From an optimization exercise on the open Yosys and OpenROAD flow, aimed at small area; shortcuts taken in it are not production practice. Only simulation tests tie the RTL to the original design; equivalence was not proved. Power figures rest on the tool's default switching activity, not on a simulated workload.

===== flow/design.v =====
module regfile_scoreboard #(
  parameter int DATA_W   = 32,
  parameter int ADDR_W   = 5,
  parameter int ZERO_REG = 1,
  parameter int BYPASS   = 1
) (
  input  logic              clk,
  input  logic              reset,
  input  logic [ADDR_W-1:0] rd_addr1,
  output logic [DATA_W-1:0] rd_data1,
  output logic              rd_busy1,
  input  logic [ADDR_W-1:0] rd_addr2,
  output logic [DATA_W-1:0] rd_data2,
  output logic              rd_busy2,
  input  logic              wr_en,
  input  logic [ADDR_W-1:0] wr_addr,
  input  logic [DATA_W-1:0] wr_data,
  input  logic              rsv_en,
  input  logic [ADDR_W-1:0] rsv_addr,
  input  logic              flush,
  output logic [ADDR_W:0]   busy_cnt
);
  logic [31:1][DATA_W-1:0] regs_q, regs_d;
  logic [31:1]             valid_q, valid_d;
  logic [31:1]             busy_q, busy_d;
  logic [5:0]              cnt_q;
  logic [31:1] wdec, wdec_n, rdec;
  logic [31:1] d1, d2, s1, s2;
  logic        wr_ok, rsv_ok, hit1, hit2, by1, by2, wr_rsv;
  logic        clr, rsv_busy, set, bm1, bm2, bymask;
  assign wr_ok  = wr_en  && (wr_addr  != '0);
  assign rsv_ok = rsv_en && (rsv_addr != '0);
  regfile_scoreboard_dec u_wdec (.a(wr_addr),  .en(wr_en),  .y(wdec), .yn(wdec_n));
  regfile_scoreboard_dec u_rdec (.a(rsv_addr), .en(rsv_en), .y(rdec), .yn());
  for (genvar i = 1; i < 32; i++) begin : g_reg
    for (genvar b = 0; b < DATA_W; b++) begin : g_bit
      regfile_scoreboard_hold u_h (.q(regs_q[i][b]), .d(wr_data[b]), .w(wdec[i]), .wn(wdec_n[i]),
                                   .y(regs_d[i][b]));
    end
    regfile_scoreboard_or2 u_v (.a(valid_q[i]), .b(wdec[i]), .y(valid_d[i]));
    regfile_scoreboard_busy u_b (.q(busy_q[i]), .wn(wdec_n[i]), .r(rdec[i]), .f(flush), .y(busy_d[i]));
  end
  always_ff @(posedge clk) begin
    regs_q <= regs_d;
  end
  always_ff @(posedge clk or posedge reset) begin
    if (reset) begin
      valid_q <= '0;
      busy_q  <= '0;
    end else begin
      valid_q <= valid_d;
      busy_q  <= busy_d;
    end
  end
  assign wr_rsv = wr_ok && (wr_addr == rsv_addr);
  regfile_scoreboard_sel31 u_clr (.sel(wdec), .d(busy_q), .y(clr));
  regfile_scoreboard_sel31 u_rsb (.sel(rdec), .d(busy_q), .y(rsv_busy));
  assign set = rsv_ok && !(rsv_busy && !wr_rsv);
  always_ff @(posedge clk or posedge reset) begin
    if (reset)            cnt_q <= '0;
    else if (flush)       cnt_q <= '0;
    else if (set && !clr) cnt_q <= cnt_q + 1'b1;
    else if (clr && !set) cnt_q <= cnt_q - 1'b1;
  end
  assign busy_cnt = cnt_q;
  assign hit1 = wr_ok && (wr_addr == rd_addr1);
  assign hit2 = wr_ok && (wr_addr == rd_addr2);
  assign by1  = hit1 && !reset;
  assign by2  = hit2 && !reset;
  regfile_scoreboard_rdsel u_rs1 (.a(rd_addr1), .valid(valid_q), .wn(wdec_n), .d(d1), .s(s1));
  regfile_scoreboard_rdsel u_rs2 (.a(rd_addr2), .valid(valid_q), .wn(wdec_n), .d(d2), .s(s2));
  for (genvar b = 0; b < DATA_W; b++) begin : g_rd
    logic [31:0] col;
    for (genvar i = 1; i < 32; i++) begin : g_col
      assign col[i] = regs_q[i][b];
    end
    assign col[0] = wr_data[b];
    regfile_scoreboard_sel u_p1 (.sel({s1, by1}), .d(col), .y(rd_data1[b]));
    regfile_scoreboard_sel u_p2 (.sel({s2, by2}), .d(col), .y(rd_data2[b]));
  end
  regfile_scoreboard_sel31 u_b1 (.sel(d1), .d(busy_q), .y(bm1));
  regfile_scoreboard_sel31 u_b2 (.sel(d2), .d(busy_q), .y(bm2));
  assign bymask   = !(rsv_en && wr_rsv);
  assign rd_busy1 = bm1 && !(hit1 && bymask);
  assign rd_busy2 = bm2 && !(hit2 && bymask);
endmodule
module regfile_scoreboard_pre (
  input  logic [4:0] a,
  input  logic       en,
  output logic [7:0] hn,
  output logic [3:0] ln
);
  always_comb begin
    for (int j = 0; j < 8; j++) hn[j] = !(en && a[4:2] == 3'(j));
    for (int k = 0; k < 4; k++) ln[k] = !(a[1:0] == 2'(k));
  end
endmodule
module regfile_scoreboard_pre0 (
  input  logic [4:0] a,
  output logic [7:0] hn,
  output logic [3:0] ln
);
  always_comb begin
    for (int j = 0; j < 8; j++) hn[j] = !(a[4:2] == 3'(j));
    for (int k = 0; k < 4; k++) ln[k] = !(a[1:0] == 2'(k));
  end
endmodule
module regfile_scoreboard_dec (
  input  logic [4:0]  a,
  input  logic        en,
  output logic [31:1] y,
  output logic [31:1] yn
);
  logic [7:0] hn;
  logic [3:0] ln;
  regfile_scoreboard_pre u_pre (.a(a), .en(en), .hn(hn), .ln(ln));
  for (genvar i = 1; i < 32; i++) begin : g_line
    regfile_scoreboard_nor2 u_y (.a(hn[i/4]), .b(ln[i%4]), .y(y[i]));
    regfile_scoreboard_inv  u_n (.a(y[i]), .y(yn[i]));
  end
endmodule
module regfile_scoreboard_rdsel (
  input  logic [4:0]  a,
  input  logic [31:1] valid,
  input  logic [31:1] wn,
  output logic [31:1] d,
  output logic [31:1] s
);
  logic [7:0] hn;
  logic [3:0] ln;
  regfile_scoreboard_pre0 u_pre (.a(a), .hn(hn), .ln(ln));
  for (genvar i = 1; i < 32; i++) begin : g_line
    regfile_scoreboard_nor2 u_d (.a(hn[i/4]), .b(ln[i%4]), .y(d[i]));
    regfile_scoreboard_and3 u_s (.a(d[i]), .b(valid[i]), .c(wn[i]), .y(s[i]));
  end
endmodule
module regfile_scoreboard_sel (
  input  logic [31:0] sel,
  input  logic [31:0] d,
  output logic        y
);
  logic [11:0] n;
  for (genvar g = 0; g < 10; g++) begin : g_grp
    regfile_scoreboard_aoi3 u (.s(sel[3*g+:3]), .d(d[3*g+:3]), .y(n[g]));
  end
  regfile_scoreboard_nand2 u_n30 (.a(sel[30]), .b(d[30]), .y(n[10]));
  regfile_scoreboard_nand2 u_n31 (.a(sel[31]), .b(d[31]), .y(n[11]));
  assign y = ~&n;
endmodule
module regfile_scoreboard_sel31 (
  input  logic [31:1] sel,
  input  logic [31:1] d,
  output logic        y
);
  logic [10:0] n;
  for (genvar g = 0; g < 10; g++) begin : g_grp
    regfile_scoreboard_aoi3 u (.s(sel[3*g+1+:3]), .d(d[3*g+1+:3]), .y(n[g]));
  end
  regfile_scoreboard_nand2 u_n31 (.a(sel[31]), .b(d[31]), .y(n[10]));
  assign y = ~&n;
endmodule
module regfile_scoreboard_hold (
  input  logic q,
  input  logic d,
  input  logic w,
  input  logic wn,
  output logic y
);
  assign y = (q & wn) | (d & w);
endmodule
module regfile_scoreboard_busy (
  input  logic q,
  input  logic wn,
  input  logic r,
  input  logic f,
  output logic y
);
  assign y = !f && ((q && wn) || r);
endmodule
module regfile_scoreboard_aoi3 (
  input  logic [2:0] s,
  input  logic [2:0] d,
  output logic       y
);
  assign y = ~((s[0] & d[0]) | (s[1] & d[1]) | (s[2] & d[2]));
endmodule
module regfile_scoreboard_aoi21 (
  input  logic a1,
  input  logic a2,
  input  logic b,
  output logic y
);
  assign y = ~((a1 & a2) | b);
endmodule
module regfile_scoreboard_nand2 (
  input  logic a,
  input  logic b,
  output logic y
);
  assign y = ~(a & b);
endmodule
module regfile_scoreboard_nor2 (
  input  logic a,
  input  logic b,
  output logic y
);
  assign y = ~(a | b);
endmodule
module regfile_scoreboard_and2 (
  input  logic a,
  input  logic b,
  output logic y
);
  assign y = a & b;
endmodule
module regfile_scoreboard_and3 (
  input  logic a,
  input  logic b,
  input  logic c,
  output logic y
);
  assign y = a & b & c;
endmodule
module regfile_scoreboard_or2 (
  input  logic a,
  input  logic b,
  output logic y
);
  assign y = a | b;
endmodule
module regfile_scoreboard_inv (
  input  logic a,
  output logic y
);
  assign y = ~a;
endmodule

===== flow/constraint.sdc =====
create_clock -name core_clock -period 8.0 [get_ports {clk}]
set_input_delay 1.6000 -clock core_clock [delete_from_list [all_inputs] [get_ports {clk}]]
set_output_delay 1.6000 -clock core_clock [all_outputs]
set_load 0.01 [all_outputs]

===== flow/config.mk =====
export PLATFORM = sky130hd
export DESIGN_NAME = regfile_scoreboard
export DESIGN_NICKNAME = regfile_scoreboard
export VERILOG_FILES = /design/flow/design.v
export SDC_FILE = /design/flow/constraint.sdc
export NUM_CORES = 4
export LEC_CHECK = 0
export CAP_MARGIN = 10
export CORE_MARGIN = 2
export CORE_UTILIZATION = 40
export SLEW_MARGIN = 10
export SYNTH_HIERARCHICAL = 1

===== flow/flow/run.sh =====
#!/bin/bash
# The standard layout (the standard.sh, unchanged synthesis) with two
# changes to how the layout is made, both to cut cell area:
#  - ports are buffered with buf_1 instead of the resizer's default buffer;
#  - the clock tree uses clkbuf_8 with sinks clustered up to 16 within 70 um,
#    and no dummy loads.
# Every tool's full output is in standard.log and the ORFS logs under orfs/logs.
set -euo pipefail
export BUFFER_PORTS_ARGS="-buffer_cell sky130_fd_sc_hd__buf_1"
export CTS_ARGS="-sink_clustering_enable -repair_clock_nets -sink_clustering_size 16 -sink_clustering_max_diameter 70 -buf_list {sky130_fd_sc_hd__clkbuf_8} -dont_use_dummy_load"
bash standard.sh "BUFFER_PORTS_ARGS=$BUFFER_PORTS_ARGS" "CTS_ARGS=$CTS_ARGS" finish > standard.log 2>&1

===== flow/standard.sh =====
#!/bin/bash
# synth_recipe.tcl (not shown) runs the flow's synth.tcl, then flattens the netlist and writes it again
# the make line also repeats each setting of config.mk as NAME=value (left out here)
make -C /OpenROAD-flow-scripts/flow DESIGN_CONFIG=/design/flow/config.mk WORK_HOME=/design/flow/orfs CLKGATE_MAP_FILE= SYNTH_SCRIPT=/design/flow/synth_recipe.tcl "${@:-finish}"

==> results of run 1 <==
worst paths after layout:
path,from,to,slack (ps),depth (start not counted)
min reg2reg,valid_q[28],valid_q[28],480,1
min in group asynchronous,reset,busy_q[3],1200,3
max reg2reg,busy_q[1],cnt_q[5],3810,12
min,valid_q[28],valid_q[28],480,1
max,wr_addr[2],rd_data2[5],530,9
max in group asynchronous,reset,cnt_q[2],5970,3
worst max-delay path: cells and delay by family:
| kind | cells | cell delay [ps] |
|---|---|---|
| AO/OA/AOI/OAI | 1 | 470 |
| buffers and inverters | 3 | 920 |
| AND/OR/NAND/NOR | 5 | 2860 |
cell type report:
class	count	area (um2)	area share, %
sequential	1060	21600	46.8
multi-input combinational	2469	20200	43.9
tap	1380	1730	3.75
timing repair buffer	235	1320	2.85
clock buffer	79	1090	2.36
inverter	37	139	0.301
antenna	8	20.0	0.0434
through the flow:
step                setup WS (ps)  std cells  hold slack [ps]
floorplan                     792       3568              437
global placement              964       5181              454
detailed placement            909       5181              453
CTS                           907       5260              476
global route                  531       5263              501
finish                        534       5268              477
placed cells by master, fill, tap and decap left out, types with 33 or more instances in the layout:
| cell type | instances |
|---|---|
| nor2_4 | 33 |
| a21oi_1 | 36 |
| nor2_1 | 126 |
| nand2_1 | 136 |
| dfxtp_1 | 992 |
| buf_1 | 103 |
| and3_2 | 63 |
| nand4_1 | 204 |
| or3_1 | 70 |
| buf_4 | 107 |
| a222oi_1 | 680 |
| dfrtp_1 | 68 |
| clkbuf_8 | 79 |
| a22o_1 | 992 |
power by group:
group | switching, uW | internal [uW] | leakage (uW) | total, uW
Combinational | 774 | 992 | 0.00729 | 1770
Clock | 1780 | 887 | 0.000568 | 2670
Sequential | 796 | 6310 | 0.00912 | 7100
per-layer routing:
| layer | vias up | global-route usage (%) | part of all wire (%) |
|---|---|---|---|
| met5 | - | 0.710 | 0.079 |
| met4 | 10 | 22.8 | 7.3 |
| met2 | 3895 | 49.1 | 39 |
| met3 | 788 | 15.1 | 16 |
| met1 | 20500 | 48.3 | 37 |
| li1 | 16800 | - | - |
registers in the layout (all words and copies together), names as in the netlist:
register,flops
cnt_q,6
busy_q,31
regs_q,992
valid_q,31
==> run_results.csv, run 1 <==
group,metric,value,unit
logic_synthesis,ys_warn_count,9,
finish,fill_cells,9796,
clock_network,cts_setup_buffers,0,
clock_network,ctsResizeCount,0,
worst_setup_path,cp_cell_sequence,"buf_1, nand4b_1, nor2_4, clkinv_1, and3_2, a222oi_1, nand4_1, or3_1, buf_1",
timing,tightest_slew,1370,ps
die,rows,118,
hold_path,holdCritPathClass,"reg2reg",
route,vias,41900,
die,die_area,107000,um2
logic_synthesis,netlist_area,41600,um2
timing,hold_viol,0,
grt,grt_max_degree,69,
logic_synthesis,syn_area_per_cell,11.7,um2
timing,finalCritPeriodShare,93.3,%
grt,antenna_found_initial,10,
grt,grt_pass1_vias,39400,
timing,final-setup-viol-count,0,
finish,drive_gt1_share,8.51,%
worst_setup_path,cpPeakStageDelay,720,ps
worst_setup_path,path_class,"in2out",
route,firstDrtPassIters,14,
clock_network,clk_latency,760,ps
timing,fmax,134,MHz
timing,maxSlewViolCount,0,
worst_setup_path,cp.arrival,5870,ps
worst_setup_path,cp_max_fo,32,
worst_setup_path,crit_required,6400,ps
route,drt_iter0_markers,9792,
job,maxCapViolations,0,
route,wl_per_cell,39.1,um
clock_network,holdBufCountCts,0,
clock_network,cts_root_buffer,"clkbuf_8",
finish,nNetsFinal,3944,
power_and_ir_drop,peakVddDrop,134,uV
route,routed_via_density,7.95,
worst_setup_path,cp-end-kind,"primary output",
clock_network,tritoncts,"built",
place,gp_routability_congestion,0.968,
place,io_buffers,128,
clock_network,clock-sinks,1060,
clock_network,numCtsBuffers,79,
clock_network,clockBufferDepth,3,
run_status,status,"complete, no violations",
power_and_ir_drop,p_leak,0.0170,uW
route,ant_nets,0,
die,ios,129,
finish,post-route-cell-area,46100,um2
grt,grt_util_all_layers,36.6,%
die,core_area,103000,um2
power_and_ir_drop,power,11500,uW
die,initial_core_util,40.3,%
clock_network,cts.clk_slew.worst_paths,90,ps
route,routed_wl,206,mm
place,hpwl,113,mm
grt,gr-total-overflow,0,
timing,finalCriticalPeriod,7470,ps
finish,fin_util,44.6,%
route,drc,0,
worst_setup_path,crit_top_cell,"buf_1",
power_and_ir_drop,pwr_density_cell,250,nW/um2
timing,fin_tns_setup,0,ps
worst_setup_path,slowest_stage,"and3_2",
worst_setup_path,cp-start-kind,"input pin",
clock_network,cts-htree-levels,3,
place,dpl-instance-area,45000,um2
timing,rsz0062_at_grt,"no",
grt,grt_first_pass_wirelength,288,mm
logic_synthesis,syn_inst,3568,
finish,syn2layout_area_growth,10.7,%
die,fp.dieH,327,um
timing,max_slew_margin,8.55,%
logic_synthesis,syn-num-nets,3630,
timing,clock_skew,124,ps
die,die_w,327,um
==> inputs of run 2 (changes only) <==
--- a/flow/design.v
+++ b/flow/design.v
@@ -31,7 +31,7 @@
   assign wr_ok  = wr_en  && (wr_addr  != '0);
   assign rsv_ok = rsv_en && (rsv_addr != '0);
   regfile_scoreboard_dec u_wdec (.a(wr_addr),  .en(wr_en),  .y(wdec), .yn(wdec_n));
-  regfile_scoreboard_dec u_rdec (.a(rsv_addr), .en(rsv_en), .y(rdec), .yn());
+  regfile_scoreboard_dec1 u_rdec (.a(rsv_addr), .en(rsv_en), .y(rdec));
   for (genvar i = 1; i < 32; i++) begin : g_reg
     for (genvar b = 0; b < DATA_W; b++) begin : g_bit
       regfile_scoreboard_hold u_h (.q(regs_q[i][b]), .d(wr_data[b]), .w(wdec[i]), .wn(wdec_n[i]),
@@ -115,8 +115,22 @@
   logic [3:0] ln;
   regfile_scoreboard_pre u_pre (.a(a), .en(en), .hn(hn), .ln(ln));
   for (genvar i = 1; i < 32; i++) begin : g_line
+    logic p;
+    regfile_scoreboard_nor2 u_p (.a(hn[i/4]), .b(ln[i%4]), .y(p));
+    regfile_scoreboard_inv  u_n (.a(p), .y(yn[i]));
+    regfile_scoreboard_inv  u_y (.a(yn[i]), .y(y[i]));
+  end
+endmodule
+module regfile_scoreboard_dec1 (
+  input  logic [4:0]  a,
+  input  logic        en,
+  output logic [31:1] y
+);
+  logic [7:0] hn;
+  logic [3:0] ln;
+  regfile_scoreboard_pre u_pre (.a(a), .en(en), .hn(hn), .ln(ln));
+  for (genvar i = 1; i < 32; i++) begin : g_line
     regfile_scoreboard_nor2 u_y (.a(hn[i/4]), .b(ln[i%4]), .y(y[i]));
-    regfile_scoreboard_inv  u_n (.a(y[i]), .y(yn[i]));
   end
 endmodule
 module regfile_scoreboard_rdsel (
==> run 2 against run 1 <==
Net effect: maximum frequency is 4.5% higher; routed wire length rose by 0.48%; global-route usage is essentially flat; still clean; clock skew rose by 8.5 ps; utilization decreased by 0.22 points; sequential share of layout area up 0.17 points; non-clock buffer count fell by 4; combinational power about the same; count of clock-buffer cells in the layout is 1 lower; register-to-register slack better by 150 ps; sequential power about the same; die area increased by 0.28%.
==> run_results.csv, run 2 <==
group,metric,value,unit
run_status,status,"complete, no violations",
finish,regArea,21600,um2
die,rows,118,
timing,rsz0062_at_grt,"no",
worst_setup_path,critPathBufInv,4,
grt,grt_max_degree,41,
die,ios,129,
finish,top_register,"regs_q",
worst_setup_path,critPathCapture,"rd_data2[10]",
timing,fmax,140,MHz
worst_setup_path,crit_top_cell,"buf_1",
power_and_ir_drop,pwr_density_cell,251,nW/um2
finish,nNetsFinal,3970,
logic_synthesis,synthSimpleGateAreaFrac,9.22,%
logic_synthesis,synth_xor_area_share,0.378,%
logic_synthesis,syn_inst,3599,
worst_setup_path,crit_required,6400,ps
route,vias,42100,
finish,mostFrequentLayoutCells,"a22o_1 (992), dfxtp_1 (992), a222oi_1 (680), nand4_1 (204), nor2_1 (157)",
clock_network,ctsResizeCount,0,
grt,grt.met3_usage,12.7,%
logic_synthesis,synth_compound_area_share,37.9,%
worst_setup_path,crit_family,"simple AND/OR/NAND/NOR gates",
power_and_ir_drop,p_leak,0.0171,uW
worst_setup_path,cp_cell_sequence,"buf_1, nand4b_1, nor2_1, clkinv_1, buf_4, and3_2, a222oi_1, nand4_1, or3_1, buf_1",
logic_synthesis,synth_top_cell_area_share,47.6,%
grt,top_usage_layer,"met2",
worst_setup_path,cp-end-kind,"primary output",
grt,gr-total-overflow,0,
logic_synthesis,ys_top_cells_by_count,"a22o_1 (992), dfxtp_1 (992), a222oi_1 (680)",
route,firstDrtPassIters,15,
worst_setup_path,r2r_start,"busy_q[22]",
logic_synthesis,synth_top_family_by_area,"compound AO/OA/AOI/OAI gates",
clock_network,cts_setup_buffers,0,
die,die_area,107000,um2
die,initial_core_util,40.4,%
clock_network,numCtsBuffers,78,
worst_setup_path,rrSetupSlack,3960,ps
timing,max_slew_margin,6.10,%
worst_setup_path,r2r-end,"cnt_q[5]",
clock_network,cts-htree-levels,3,
logic_synthesis,synth_edf_count,0,
logic_synthesis,syn-num-nets,3661,
hold_path,holdCritPathClass,"reg2reg",
finish,final_cells,5292,
grt,grt_util_all_layers,36.6,%
place,dp.cells,5208,
timing,fin_tns_setup,0,ps
worst_setup_path,cp.arrival,5540,ps
route,drt_iter0_markers,10000,
finish,syn2layout_area_growth,9.98,%
clock_network,clock-sinks,1060,
finish,fin_util,44.4,%
route,drc,0,
clock_network,tritoncts,"built",
worst_setup_path,slowest_stage,"and3_2",
worst_setup_path,cp-startpoint,"wr_addr[4]",
power_and_ir_drop,peakVddDrop,149,uV
worst_setup_path,path_class,"in2out",
logic_synthesis,netlist_area,41800,um2
grt,antenna_found_initial,5,
logic_synthesis,yosys.area.top_type,"dfxtp_1",
finish,top_regs,"regs_q (992), busy_q (31), valid_q (31)",
timing,hold_viol,0,
timing,tightest_slew,1410,ps
grt,grt_pass1_vias,39100,
clock_network,cts_root_buffer,"clkbuf_8",
place,hpwl,113,mm
logic_synthesis,synth_cell_types,45,
route,routed_wl,207,mm
die,core_area,103000,um2
worst_setup_path,cp_max_fo,34,
worst_setup_path,cpPeakStageDelay,790,ps
clock_network,cts.clk_slew.worst_paths,90,ps
logic_synthesis,yosys_register_bits,1060,
die,fp.dieH,327,um
route,routed_via_density,7.95,
route,wl_per_cell,39.1,um
timing,finalCriticalPeriod,7140,ps
finish,largest_reg_flops,992,
grt,globalRouteMet2Util,49.9,%
die,die_w,327,um
clock_network,holdBufCountCts,0,
finish,drive_gt1_share,7.45,%
grt,grt_use_met1,49.9,%
place,io_buffers,128,
worst_setup_path,cp-start-kind,"input pin",
job,maxCapViolations,0,
grt,grt_first_pass_wirelength,288,mm
timing,finalCritPeriodShare,89.3,%
logic_synthesis,syn_area_per_cell,11.6,um2
finish,fill_cells,9790,
timing,final-setup-viol-count,0,
logic_synthesis,synth_fa_ha_area_share,0.168,%
logic_synthesis,synthTopCellsByArea,"dfxtp_1 (48%), a22o_1 (21%), a222oi_1 (16%), dfrtp_1 (4.1%), nand4_1 (3.1%)",
logic_synthesis,seq_area_frac_synth,51.6,%
logic_synthesis,ys_async_sr_fraction,6.42,%
logic_synthesis,ys_warn_count,9,
route,ant_nets,0,
clock_network,clk_latency,790,ps
worst_setup_path,cp_num_cells,10,
logic_synthesis,synth_mux_area_share,0.0869,%
timing,maxSlewViolCount,0,
place,gp_routability_congestion,0.959,
finish,multi_input_area,20000,um2
logic_synthesis,synthFlopType,"dfxtp_1",
timing,clock_skew,133,ps
worst_setup_path,rr_worst_depth,12,
clock_network,clockBufferDepth,3,
[run 2: worst min-delay path by stage]
stage | startpoint | slack [ps] | cells after the start | to
final | valid_q[14] | 480 | 1 | valid_q[14]
after global routing | valid_q[22] | 500 | 1 | valid_q[22]
after CTS | valid_q[14] | 480 | 1 | valid_q[14]
after detailed placement | valid_q[27] | 460 | 1 | valid_q[27]
after global placement | valid_q[27] | 450 | 1 | valid_q[27]
after floorplan | valid_q[10] | 440 | 1 | valid_q[10]
[run 2: cell families after synthesis]
logic type,Yosys count
flops,1060
xor+xnor,18
buf+inv,70
fa+ha+maj,5
mux,3
compound gates,1722
simple gates,721
[run 2: final cells by class]
cell class	count	area share, %
inverter	68	0.556
clock buffer	78	2.34
antenna	6	0.0327
timing repair buffer	231	2.80
multi-input combinational	2469	43.6
tap	1380	3.76
sequential	1060	46.9
[run 2: worst register-to-register path: cells and delay by family (launching register included)]
family                   cells  cell delay (ps)
AO/OA/AOI/OAI                6             1400
adder cells (fa/ha/maj)      1              300
flip-flops                   1              440
multiplexers                 2              560
AND/OR/NAND/NOR              3             1230
[run 2: layer usage]
metal | up-vias | share of wire [%]
li1 | 16800 | -
met1 | 20500 | 38
met2 | 3930 | 39
met3 | 768 | 16
met4 | 2 | 6.9
met5 | - | 0.016
[run 2: per-stage QoR]
step / hold WS [ps] / area, um2 / worst slack (ps) / power [uW]
2_1_floorplan: 437 / 41800 / 1970 / 8190
3_3_place_gp: 450 / 44800 / 1090 / 8830
3_5_place_dp: 456 / 44800 / 1110 / 8890
4_1_cts: 482 / 45900 / 1110 / 11400
5_1_grt: 504 / 45900 / 741 / 11900
6_report: 480 / 45900 / 857 / 11500
[run 2: per-module statistics from Yosys, one instance, submodules excluded, excerpt]
module,cells inside,copies in the design,flops+latches,area [um2]
regfile_scoreboard_sel,4,64,0,25.0
regfile_scoreboard_nand2,1,132,0,3.75
regfile_scoreboard_pre,12,2,0,98.8
regfile_scoreboard_busy,2,31,0,8.76
regfile_scoreboard_nor2,1,124,0,3.75
regfile_scoreboard_or2,1,31,0,6.26
regfile_scoreboard,1134,1,1060,22200
[run 2: power by group]
part           internal (uW)  switching [uW]
clock network            877            1780
logic                    990             764
registers               6310             810
==> inputs of run 3 (changes only) <==
--- a/flow/design.v
+++ b/flow/design.v
@@ -31,7 +31,7 @@
   assign wr_ok  = wr_en  && (wr_addr  != '0);
   assign rsv_ok = rsv_en && (rsv_addr != '0);
   regfile_scoreboard_dec u_wdec (.a(wr_addr),  .en(wr_en),  .y(wdec), .yn(wdec_n));
-  regfile_scoreboard_dec1 u_rdec (.a(rsv_addr), .en(rsv_en), .y(rdec));
+  regfile_scoreboard_dec u_rdec (.a(rsv_addr), .en(rsv_en), .y(rdec), .yn());
   for (genvar i = 1; i < 32; i++) begin : g_reg
     for (genvar b = 0; b < DATA_W; b++) begin : g_bit
       regfile_scoreboard_hold u_h (.q(regs_q[i][b]), .d(wr_data[b]), .w(wdec[i]), .wn(wdec_n[i]),
@@ -115,22 +115,8 @@
   logic [3:0] ln;
   regfile_scoreboard_pre u_pre (.a(a), .en(en), .hn(hn), .ln(ln));
   for (genvar i = 1; i < 32; i++) begin : g_line
-    logic p;
-    regfile_scoreboard_nor2 u_p (.a(hn[i/4]), .b(ln[i%4]), .y(p));
-    regfile_scoreboard_inv  u_n (.a(p), .y(yn[i]));
-    regfile_scoreboard_inv  u_y (.a(yn[i]), .y(y[i]));
-  end
-endmodule
-module regfile_scoreboard_dec1 (
-  input  logic [4:0]  a,
-  input  logic        en,
-  output logic [31:1] y
-);
-  logic [7:0] hn;
-  logic [3:0] ln;
-  regfile_scoreboard_pre u_pre (.a(a), .en(en), .hn(hn), .ln(ln));
-  for (genvar i = 1; i < 32; i++) begin : g_line
     regfile_scoreboard_nor2 u_y (.a(hn[i/4]), .b(ln[i%4]), .y(y[i]));
+    regfile_scoreboard_inv  u_n (.a(y[i]), .y(yn[i]));
   end
 endmodule
 module regfile_scoreboard_rdsel (
==> flow/run.sh (new file) <==
#!/bin/bash
# synth_recipe.tcl (not shown) runs the flow's synth.tcl, then flattens the netlist and writes it again
# the make line also repeats each setting of config.mk as NAME=value (left out here)
make -C /OpenROAD-flow-scripts/flow DESIGN_CONFIG=/design/flow/config.mk WORK_HOME=/design/flow/orfs CLKGATE_MAP_FILE= SYNTH_SCRIPT=/design/flow/synth_recipe.tcl finish
--- a/flow/config.mk
+++ b/flow/config.mk
@@ -8,5 +8,8 @@
 export CAP_MARGIN = 10
 export CORE_MARGIN = 2
 export CORE_UTILIZATION = 40
+export CTS_BUF_LIST = sky130_fd_sc_hd__clkbuf_8
+export CTS_CLUSTER_DIAMETER = 70
+export CTS_CLUSTER_SIZE = 16
 export SLEW_MARGIN = 10
 export SYNTH_HIERARCHICAL = 1
removed: flow/flow/run.sh
removed: flow/standard.sh
==> run 3 against run 2 <==
Net effect: still clean; first-iteration DRC count rose by 4.3%; sequential power barely moved; maximum frequency down 8.4%; non-clock buffer count grew 26; register-to-register slack improved by 100 ps; worst hold slack improved by 4.4 ps; global-route usage is 0.44 points higher; total power is 2.5% higher; count of clock-buffer cells in the layout up 4; sequential share of layout area decreased by 1.3 points; combinational power rose by 7%.
==> run_results.csv, run 3 <==
group,metric,value,unit
power_and_ir_drop,pwr-share-clk,23.9,%
place,gp_routability_congestion,0.991,
power_and_ir_drop,power,11800,uW
clock_network,cts.clk_slew.worst_paths,90,ps
finish,mostFrequentLayoutCells,"a22o_1 (992), dfxtp_1 (992), a222oi_1 (680), nand4_1 (204), nand2_1 (136)",
die,fp.dieH,327,um
timing,maxSlewViolCount,0,
clock_network,cts-htree-levels,3,
timing,clock_skew,55.0,ps
worst_setup_path,cp.arrival,6200,ps
worst_setup_path,crit_required,6400,ps
timing,worst_hold_slack,484,ps
route,drc,0,
power_and_ir_drop,p_int,8360,uW
timing,rsz0062_at_grt,"no",
grt,grt.met3_usage,15.2,%
finish,drive_gt1_share,8.68,%
logic_synthesis,syn_inst,3568,
route,vias,42200,
die,rows,118,
clock_network,numCtsBuffers,79,
die,die_w,327,um
timing,tightest_slew,1370,ps
clock_network,cts_root_buffer,"clkbuf_8",
die,die_area,107000,um2
grt,antenna_found_initial,14,
power_and_ir_drop,swShare,29.2,%
finish,nNetsFinal,3966,
grt,grt_max_degree,69,
timing,finalCriticalPeriod,7800,ps
run_status,status,"complete, no violations",
clock_network,tritoncts,"built",
route,routed_wl,208,mm
grt,gr-total-overflow,0,
job,maxCapViolations,0,
place,pre_cts_ws,467,ps
route,ant_nets,0,
clock_network,clockBufferDepth,3,
power_and_ir_drop,p_leak,0.0175,uW
power_and_ir_drop,combPwrFrac,15.9,%
finish,top_regs,"regs_q (992), busy_q (31), valid_q (31)",
grt,grt_use_met1,48.4,%
logic_synthesis,ys_warn_count,9,
finish,syn2layout_area_growth,13.4,%
place,io_buffers,128,
finish,largest_reg_flops,992,
timing,fmax,128,MHz
route,routed_via_density,7.95,
power_and_ir_drop,peakVddDrop,159,uV
timing,final-setup-viol-count,0,
die,ios,129,
worst_setup_path,cp-start-kind,"input pin",
grt,top_usage_layer,"met2",
place,hpwl,117,mm
timing,setup_slack,201,ps
timing,max_slew_margin,8.65,%
logic_synthesis,netlist_area,41600,um2
grt,grt_first_pass_wirelength,290,mm
timing,hold_viol,0,
route,firstDrtPassIters,14,
route,wl_per_cell,39.1,um
route,drt_iter0_markers,10500,
power_and_ir_drop,seqPwrFrac,60.2,%
logic_synthesis,syn_area_per_cell,11.7,um2
clock_network,clk_latency,790,ps
finish,top_register,"regs_q",
logic_synthesis,syn-num-nets,3630,
grt,grt_pass1_vias,39900,
power_and_ir_drop,pwr_density_cell,250,nW/um2
die,initial_core_util,40.3,%
worst_setup_path,path_class,"in2out",
timing,finalCritPeriodShare,97.5,%
worst_setup_path,cp_max_fo,32,
grt,grt_util_all_layers,37.1,%
die,core_area,103000,um2
worst_setup_path,cp-end-kind,"primary output",
timing,fin_tns_setup,0,ps
power_and_ir_drop,netSwitchingPower,3450,uW
grt,globalRouteMet2Util,50.4,%
hold_path,holdCritPathClass,"reg2reg",
clock_network,clock-sinks,1060,
run 3: cell types whose count changed in the layout (fill, tap and decap cells not counted), moves of 4 or more:
cell,change
clkbuf_8,+4
nor2_1,-31
clkbuf_2,-25
clkinvlp_4,+4
nor2_4,+31
buf_1,-103
clkinv_1,-19
buf_4,+26
clkdlybuf4s50_1,+128
run 3: worst paths after layout:
kind,cells after the start,slack [ps],from,end
min in group asynchronous,3,1530,reset,busy_q[16]
worst min register to register,1,480,valid_q[13],valid_q[13]
max in group asynchronous,3,5690,reset,cnt_q[2]
worst min-delay path,1,480,valid_q[13],valid_q[13]
worst max register to register,12,4060,busy_q[28],cnt_q[5]
worst max-delay path,10,200,wr_addr[0],rd_data2[10]
run 3: power by group through the flow:
stage | Clock [uW] | Combinational (uW) | Sequential (uW)
5_1_grt | 3030 | 1970 | 7230
6_report | 2830 | 1880 | 7110
3_3_place_gp | 0 | 1790 | 7140
4_1_cts | 2840 | 1840 | 7060
3_5_place_dp | 0 | 1840 | 7170
2_1_floorplan | 0 | 1220 | 6970
run 3: layout make-up:
type | count | area (um2)
Sequential cell | 1060 | 21600
Antenna cell | 4 | 10.0
Tap cell | 1380 | 1730
Clock inverter | 23 | 171
Fill cell | 9705 | 56100
Timing Repair Buffer | 257 | 2250
Clock buffer | 82 | 1130
Multi-Input combinational cell | 2469 | 20200
Inverter | 37 | 139
run 3: per-stage QoR:
step | area (um2) | util (%) | std cells
after CTS | 47200 | 45.7 | 5308
after floorplan | 41600 | - | 3568
after detailed placement | 45900 | 44.4 | 5203
final | 47200 | 45.7 | 5312
after global placement | 45900 | 44.4 | 5203
after global routing | 47200 | 45.7 | 5309
run 3: critical path: stages:
cell	delay, ps
clkdlybuf4s50_1	610
or2_2	570
nor2_4	180
inv_1	60
buf_4	210
and3_2	620
a222oi_1	520
nand4_1	690
or3_1	600
clkdlybuf4s50_1	490
run 3: layer usage:
metal / routed length [um] / part of all wire (%)
met2: 80900 / 39
met1: 76600 / 37
met3: 34300 / 17
met5: 40 / 0.019
met4: 15800 / 7.6
run 3: timing repair:
item,4_1_cts,5_1_grt
endpoints found under the setup margin,0,1
hold buffers,0,0
setup buffers,0,0
gates resized for setup,0,1

## port drivers added, routing unchanged
No port has a modelled driver above. Below, the same layouts with a new extraction and two added sets of constraints. Step 1 assumes that a clkbuf_16 drives the clock port and a buf_2 every other input. Step 2 moves the port delays by t, midway between the first and last clock arrival at a register: inputs arrive t later, outputs are due t later. That takes back most of the time a late clock gives input paths. Slacks: no drivers / after step 1 / after step 2; pairs: no drivers / after step 1.
run | t (ns) | slack for setup (ns) | hold WS [ns]
run 1 | 0.780 | 0.534 / 0.510 / 0.510 | 0.477 / 0.477 / 0.477
run 2 | 0.795 | 0.857 / 0.832 / 0.832 | 0.480 / 0.480 / 0.480
run 3 | 0.842 | 0.201 / 0.180 / 0.180 | 0.484 / 0.484 / 0.484
After both steps every run listed still meets setup and hold. For run 2, which loses most, drivers alone change the setup slack by -0.025 ns; drivers and shift together by -0.025 ns.
